This is an optimization exercise on Yosys and OpenROAD, whose aim is small area, not a production implementation.

== v56 ==
// rf_riscv_mp
module rf_riscv_mp #(
    parameter  int unsigned XLEN   = 32,
    parameter  int unsigned DEPTH  = 32,
    parameter  int unsigned NRD    = 4,
    parameter  int unsigned BYPASS = 1,
    localparam int unsigned AW     = $clog2(DEPTH)
) (
    input  logic                  clk_i,
    input  logic                  rst_i,
    output logic                  ready_o,
    input  logic [NRD*AW-1:0]     read_addr_i,
    output logic [NRD*XLEN-1:0]   read_data_o,
    input  logic                  we0_i,
    input  logic [AW-1:0]         wa0_i,
    input  logic [XLEN-1:0]       wd0_i,
    input  logic                  we1_i,
    input  logic [AW-1:0]         wa1_i,
    input  logic [XLEN-1:0]       wd1_i,
    output logic                  wr_conflict_o
);
Size: roughly 5400 cells after synthesis, roughly 230 I/O pins, roughly 0.054 mm2 of cells after synthesis.
==> flow/config.mk <==
export PLATFORM = sky130hd
export DESIGN_NAME = rf_riscv_mp
export DESIGN_NICKNAME = rf_riscv_mp
export VERILOG_FILES = /design/flow/design.v
export SDC_FILE = /design/flow/constraint.sdc
export NUM_CORES = 4
export LEC_CHECK = 0
export CAP_MARGIN = 20
export CORE_AREA = 4 4 426 266
export DIE_AREA = 0 0 430 270
export GPL_ROUTABILITY_DRIVEN = 0
export GPL_TIMING_DRIVEN = 0
export SETUP_SLACK_MARGIN = 0.2
export SLEW_MARGIN = 20
export SYNTH_HIERARCHICAL = 1
export SYNTH_MINIMUM_KEEP_SIZE = 0
==> flow/constraint.sdc <==
create_clock -name core_clock -period 6.0 [get_ports {clk_i}]
set_input_delay 1.2000 -clock core_clock [delete_from_list [all_inputs] [get_ports {clk_i}]]
set_output_delay 1.2000 -clock core_clock [all_outputs]
set_load 0.01 [all_outputs]
standard.sh (not shown) runs the stock make flow with config.mk's settings and CLKGATE_MAP_FILE= SYNTH_SCRIPT=/design/flow/synth_recipe.tcl, a recipe that flattens the netlist after the stock synthesis.
==> flow/flow/run.sh <==
#!/bin/bash
# Standard ORFS layout, with the register array placed as a grid before global placement.
set -euo pipefail
here=$(pwd)
export PRE_GLOBAL_PLACE_SKIP_IO_TCL=$here/flow/array_place.tcl
export PRE_RESIZE_TCL=$here/flow/unfix.tcl
bash standard.sh finish > "$here/standard_flow.log" 2>&1
==> flow/flow/array_place.tcl <==
# Structured placement of the register array, run before global placement (skip IO).
# Flops, their write AND-OR-invert cells and the read AND-OR-invert cells are placed as a grid:
# 16 columns; register r uses two rows, the first holding bit c and the second bit c+16 of
# column c. The placed cells are marked FIRM so global placement arranges the rest around them;
# unfix.tcl releases them before resizing.
# ORFS sources hooks from inside a proc: run this file at global level instead
if {[info level] > 0} { uplevel #0 [list source [info script]]; return }
set block  [ord::get_db_block]
set core   [$block getCoreArea]
set site_w 460
set row_h  2720
set COLS   16
set PITCH  [expr {[info exists ::env(ARRAY_PITCH)] ? $::env(ARRAY_PITCH) : 48}]
set NREG   31
set NROWS  [expr {2 * $NREG}]
set rows   [$block getRows]
set row0_y [[lindex $rows 0] getOrigin]
set row0_x [lindex $row0_y 0]
set row0_y [lindex $row0_y 1]
set nrows_core [llength $rows]
set nsites_core [[lindex $rows 0] getSiteCount]

set first_row [expr {($nrows_core - $NROWS) / 2}]
set first_site [expr {($nsites_core - $COLS * $PITCH) / 2}]
if {$first_site < 0 || $first_row < 0} { error "array does not fit in the core" }

# Tap cells per row, as sorted x positions
array set taps {}
foreach inst [$block getInsts] {
  if {[[$inst getMaster] getType] eq "CORE_WELLTAP" || [string match "TAP_*" [$inst getName]]} {
    set loc [$inst getLocation]
    set ri [expr {([lindex $loc 1] - $row0_y) / $row_h}]
    lappend taps($ri) [lindex $loc 0]
  }
}

proc driver_of {net} {
  foreach it [$net getITerms] {
    if {[$it isOutputSignal]} { return [$it getInst] }
  }
  return ""
}

proc in_net {inst pin} {
  foreach it [$inst getITerms] {
    if {[[$it getMTerm] getName] eq $pin} { return [$it getNet] }
  }
  return ""
}

set placed 0
# place inst at x (dbu) in row ri
proc put_at {inst x ri} {
  global row_h row0_y rows placed
  set row [lindex $rows $ri]
  $inst setOrient [$row getOrient]
  $inst setLocation $x [expr {$row0_y + $ri * $row_h}]
  $inst setPlacementStatus FIRM
  incr placed
}

# pack the cells from x on in row ri, in order, but filling the gap before a tap cell with a
# later cell that fits when the next one does not; returns the new cursor
proc pack {cells x ri} {
  global taps site_w
  set tl {}
  if {[info exists taps($ri)]} { set tl [lsort -integer $taps($ri)] }
  while {[llength $cells] > 0} {
    set t ""
    foreach tx $tl { if {$tx + $site_w > $x} { set t $tx; break } }
    if {$t eq ""} { set gap 1000000000 } else { set gap [expr {$t - $x}] }
    if {$gap <= 0} { set x [expr {$t + $site_w}]; continue }
    set pick -1
    for {set i 0} {$i < [llength $cells]} {incr i} {
      if {[[[lindex $cells $i] getMaster] getWidth] <= $gap} { set pick $i; break }
    }
    if {$pick < 0} { set x [expr {$t + $site_w}]; continue }
    set inst [lindex $cells $pick]
    set cells [lreplace $cells $pick $pick]
    put_at $inst $x $ri
    set x [expr {$x + [[$inst getMaster] getWidth]}]
  }
  return $x
}

proc esc {s} { return [string map {[ \\[ ] \\]} $s] }

# Read AOI cells of bit b, in (group, lane) order, spread evenly over the 31 registers' rows
for {set b 0} {$b < 32} {incr b} {
  for {set i 0} {$i < 44} {incr i} {
    set g [expr {$i / 4}]
    set k [expr {$i % 4}]
    set net [$block findNet [esc "g_rd\[$k\].g_bit\[$b\].g_grp\[$g\].u_aoi.y_n_o"]]
    if {$net eq "NULL"} { error "no read net $k $b $g" }
    set r [expr {1 + ($i * $NREG) / 44}]
    lappend rd_cells($r,$b) [driver_of $net]
  }
}

for {set r 1} {$r <= $NREG} {incr r} {
  for {set b 0} {$b < 32} {incr b} {
    set c [expr {$b % 16}]
    set h [expr {$b / 16}]
    set ri [expr {$first_row + 2 * ($r - 1) + $h}]
    set x [expr {$row0_x + ($first_site + $c * $PITCH) * $site_w}]
    set ff [$block findInst [esc "mem_q\[$r\]\[$b\]\$_DFF_P_"]]
    if {$ff eq "NULL"} { error "no flop $r $b" }
    set winv [driver_of [in_net $ff D]]
    set cells [list $ff]
    if {$winv ne "" && [[$winv getMaster] getName] eq "sky130_fd_sc_hd__inv_1"} {
      lappend cells $winv
      set waoi [driver_of [in_net $winv A]]
      if {$waoi ne ""} { lappend cells $waoi }
    } elseif {$winv ne ""} {
      lappend cells $winv
    }
    set x [pack [concat $cells $rd_cells($r,$b)] $x $ri]
    set limit [expr {$row0_x + ($first_site + ($c + 1) * $PITCH) * $site_w}]
    if {$x > $limit} { puts "array_place: row $ri column $c overflows by [expr {($x - $limit) / $site_w}] sites" }
  }
}
puts "array_place: placed $placed cells, rows $first_row.. sites $first_site.., pitch $PITCH"
Other scripts of this flow, unchanged in this note and not shown: flow/flow/unfix.tcl
Tool error GRT-0116 stopped v56 during global routing; no final results.
> inputs changed (v56 -> v20)
diff --git a/flow/config.mk b/flow/config.mk
--- a/flow/config.mk
+++ b/flow/config.mk
@@ -11 +10,0 @@
-export GPL_ROUTABILITY_DRIVEN = 0
v20 is listed as incomplete: the tool reported an error in global placement and the run ended there.
For flip-flop and latch count after synthesis, v56 and v20 come out practically identical.
On starting density of the core, v56 tracks v20 almost exactly.
Diff v20..v56 | post-synthesis xor/xnor area fraction | unchanged
v20 vs. v56: number of flops mapped to enable cells by yosys essentially unchanged, area fraction in compound gates after synthesis was more or less identical.
Post-synthesis net count across v56 and v20: no real change.
Site row count: v20 vs v56 identical
On vertical die dimension, v56 and v20 are basically level.
Synthesized cell count: v20 vs v56 identical
As far as number of top-level design ports is concerned, v20 and v56 perform about the same.
Relative to v20, the following input files were edited for v35:
diff --git a/flow/flow/array_place.tcl b/flow/flow/array_place.tcl
--- a/flow/flow/array_place.tcl
+++ b/flow/flow/array_place.tcl
@@ -6,2 +5,0 @@
-# ORFS sources hooks from inside a proc: run this file at global level instead
-if {[info level] > 0} { uplevel #0 [list source [info script]]; return }
@@ -52,3 +50,13 @@
-# place inst at x (dbu) in row ri
-proc put_at {inst x ri} {
-  global row_h row0_y rows placed
+# place inst at site cursor (in dbu x) of row ri; returns the new cursor
+proc put {inst x ri} {
+  global taps row_h row0_y site_w rows placed
+  set w [[$inst getMaster] getWidth]
+  if {[info exists taps($ri)]} {
+    set moved 1
+    while {$moved} {
+      set moved 0
+      foreach tx $taps($ri) {
+        if {$x < $tx + $site_w && $tx < $x + $w} { set x [expr {$tx + $site_w}]; set moved 1 }
+      }
+    }
+  }
@@ -60,24 +68 @@
-}
-
-# pack the cells from x on in row ri, in order, but filling the gap before a tap cell with a
-# later cell that fits when the next one does not; returns the new cursor
-proc pack {cells x ri} {
-  global taps site_w
-  set tl {}
-  if {[info exists taps($ri)]} { set tl [lsort -integer $taps($ri)] }
-  while {[llength $cells] > 0} {
-    set t ""
-    foreach tx $tl { if {$tx + $site_w > $x} { set t $tx; break } }
-    if {$t eq ""} { set gap 1000000000 } else { set gap [expr {$t - $x}] }
-    if {$gap <= 0} { set x [expr {$t + $site_w}]; continue }
-    set pick -1
-    for {set i 0} {$i < [llength $cells]} {incr i} {
-      if {[[[lindex $cells $i] getMaster] getWidth] <= $gap} { set pick $i; break }
-    }
-    if {$pick < 0} { set x [expr {$t + $site_w}]; continue }
-    set inst [lindex $cells $pick]
-    set cells [lreplace $cells $pick $pick]
-    put_at $inst $x $ri
-    set x [expr {$x + [[$inst getMaster] getWidth]}]
-  }
-  return $x
+  return [expr {$x + $w}]
@@ -109 +94 @@
-    set cells [list $ff]
+    set x [put $ff $x $ri]
@@ -111 +95,0 @@
-      lappend cells $winv
@@ -113 +97,2 @@
-      if {$waoi ne ""} { lappend cells $waoi }
+      set x [put $winv $x $ri]
+      if {$waoi ne ""} { set x [put $waoi $x $ri] }
@@ -115 +100 @@
-      lappend cells $winv
+      set x [put $winv $x $ri]
@@ -117 +102 @@
-    set x [pack [concat $cells $rd_cells($r,$b)] $x $ri]
+    foreach a $rd_cells($r,$b) { set x [put $a $x $ri] }
diff --git a/flow/config.mk b/flow/config.mk
--- a/flow/config.mk
+++ b/flow/config.mk
@@ -11 +10,0 @@
-export GPL_TIMING_DRIVEN = 0
### Flow results
Status: v35 FAILED at global placement without I/O (tool error). Reported for v20 and v35, simple-gate share of the synthesized area turned out identical to the last digit. v20 and v35 ended up with nearly the same die height. Area after synthesis: v20 vs v35 identical.
## Diff of input files: v1 against v35
diff --git a/flow/flow/array_place.tcl b/flow/flow/array_place.tcl
--- a/flow/flow/array_place.tcl
+++ b/flow/flow/array_place.tcl
@@ -5,0 +6,2 @@
+# ORFS sources hooks from inside a proc: run this file at global level instead
+if {[info level] > 0} { uplevel #0 [list source [info script]]; return }
@@ -50,13 +52,3 @@
-# place inst at site cursor (in dbu x) of row ri; returns the new cursor
-proc put {inst x ri} {
-  global taps row_h row0_y site_w rows placed
-  set w [[$inst getMaster] getWidth]
-  if {[info exists taps($ri)]} {
-    set moved 1
-    while {$moved} {
-      set moved 0
-      foreach tx $taps($ri) {
-        if {$x < $tx + $site_w && $tx < $x + $w} { set x [expr {$tx + $site_w}]; set moved 1 }
-      }
-    }
-  }
+# place inst at x (dbu) in row ri
+proc put_at {inst x ri} {
+  global row_h row0_y rows placed
@@ -68 +60,24 @@
-  return [expr {$x + $w}]
+}
+
+# pack the cells from x on in row ri, in order, but filling the gap before a tap cell with a
+# later cell that fits when the next one does not; returns the new cursor
+proc pack {cells x ri} {
+  global taps site_w
+  set tl {}
+  if {[info exists taps($ri)]} { set tl [lsort -integer $taps($ri)] }
+  while {[llength $cells] > 0} {
+    set t ""
+    foreach tx $tl { if {$tx + $site_w > $x} { set t $tx; break } }
+    if {$t eq ""} { set gap 1000000000 } else { set gap [expr {$t - $x}] }
+    if {$gap <= 0} { set x [expr {$t + $site_w}]; continue }
+    set pick -1
+    for {set i 0} {$i < [llength $cells]} {incr i} {
+      if {[[[lindex $cells $i] getMaster] getWidth] <= $gap} { set pick $i; break }
+    }
+    if {$pick < 0} { set x [expr {$t + $site_w}]; continue }
+    set inst [lindex $cells $pick]
+    set cells [lreplace $cells $pick $pick]
+    put_at $inst $x $ri
+    set x [expr {$x + [[$inst getMaster] getWidth]}]
+  }
+  return $x
@@ -94 +109 @@
-    set x [put $ff $x $ri]
+    set cells [list $ff]
@@ -95,0 +111 @@
+      lappend cells $winv
@@ -97,2 +113 @@
-      set x [put $winv $x $ri]
-      if {$waoi ne ""} { set x [put $waoi $x $ri] }
+      if {$waoi ne ""} { lappend cells $waoi }
@@ -100 +115 @@
-      set x [put $winv $x $ri]
+      lappend cells $winv
@@ -102 +117 @@
-    foreach a $rd_cells($r,$b) { set x [put $a $x $ri] }
+    set x [pack [concat $cells $rd_cells($r,$b)] $x $ri]
--- outcome ---
Changes observed in v1 relative to v35: synthesized-area fraction occupied by ao, oa, aoi and oai cells held, fraction of the mapped netlist area in simple logic gates held, flop and latch count out of synthesis held, post-synthesis cell type count held.
Comparing v1 against v35, there is no change at all in initial core utilization.
From v35 to v1, synthesized cell count did not move at all.
What ended v1 was a tool error in global routing; the run never finished.
Diff v1..v35 | sequential share of the synthesized area | unchanged
Changes in v19 relative to v1:
diff --git a/flow/flow/run.sh b/flow/flow/run.sh
--- a/flow/flow/run.sh
+++ b/flow/flow/run.sh
@@ -6,0 +7 @@
+export BUFFER_PORTS_ARGS="-buffer_cell sky130_fd_sc_hd__buf_2"
diff --git a/flow/config.mk b/flow/config.mk
--- a/flow/config.mk
+++ b/flow/config.mk
@@ -10,0 +11,2 @@
+export GPL_ROUTABILITY_DRIVEN = 0
+export GPL_TIMING_DRIVEN = 0
--- outcome ---
Across v1 and v19, no clean finish was achieved. Run status, v1: aborted in global routing, error GRT-0116. From v19 to v1, area after synthesis did not move at all. As far as standard-cell row count goes, v1 and v19 are indistinguishable; the numbers are identical. Relative to v1, number of input and output port buffers inserted has gone down in v19. Number of instances resized during post-cts repair (v19 / v1): 0.24. [v19] cell area reported after detailed placement fell about 20% relative to v1. Going from v1 to v19, the post-CTS repair timing setup buffer count was found to have gone down by about 70%. As far as H-tree level count goes, v19 and v1 are indistinguishable; the numbers are identical. Share of the yosys chip area belonging to registers came out exactly the same in v1 and v19. v19 vs. v1: placed instance count went down by about 20%. Synthesized cell count came out exactly the same in v1 and v19. As far as average cell area after synthesis goes, v1 and v19 are indistinguishable; the numbers are identical.
Function was not checked in any run of this note: the RTL went through the layout flow alone.
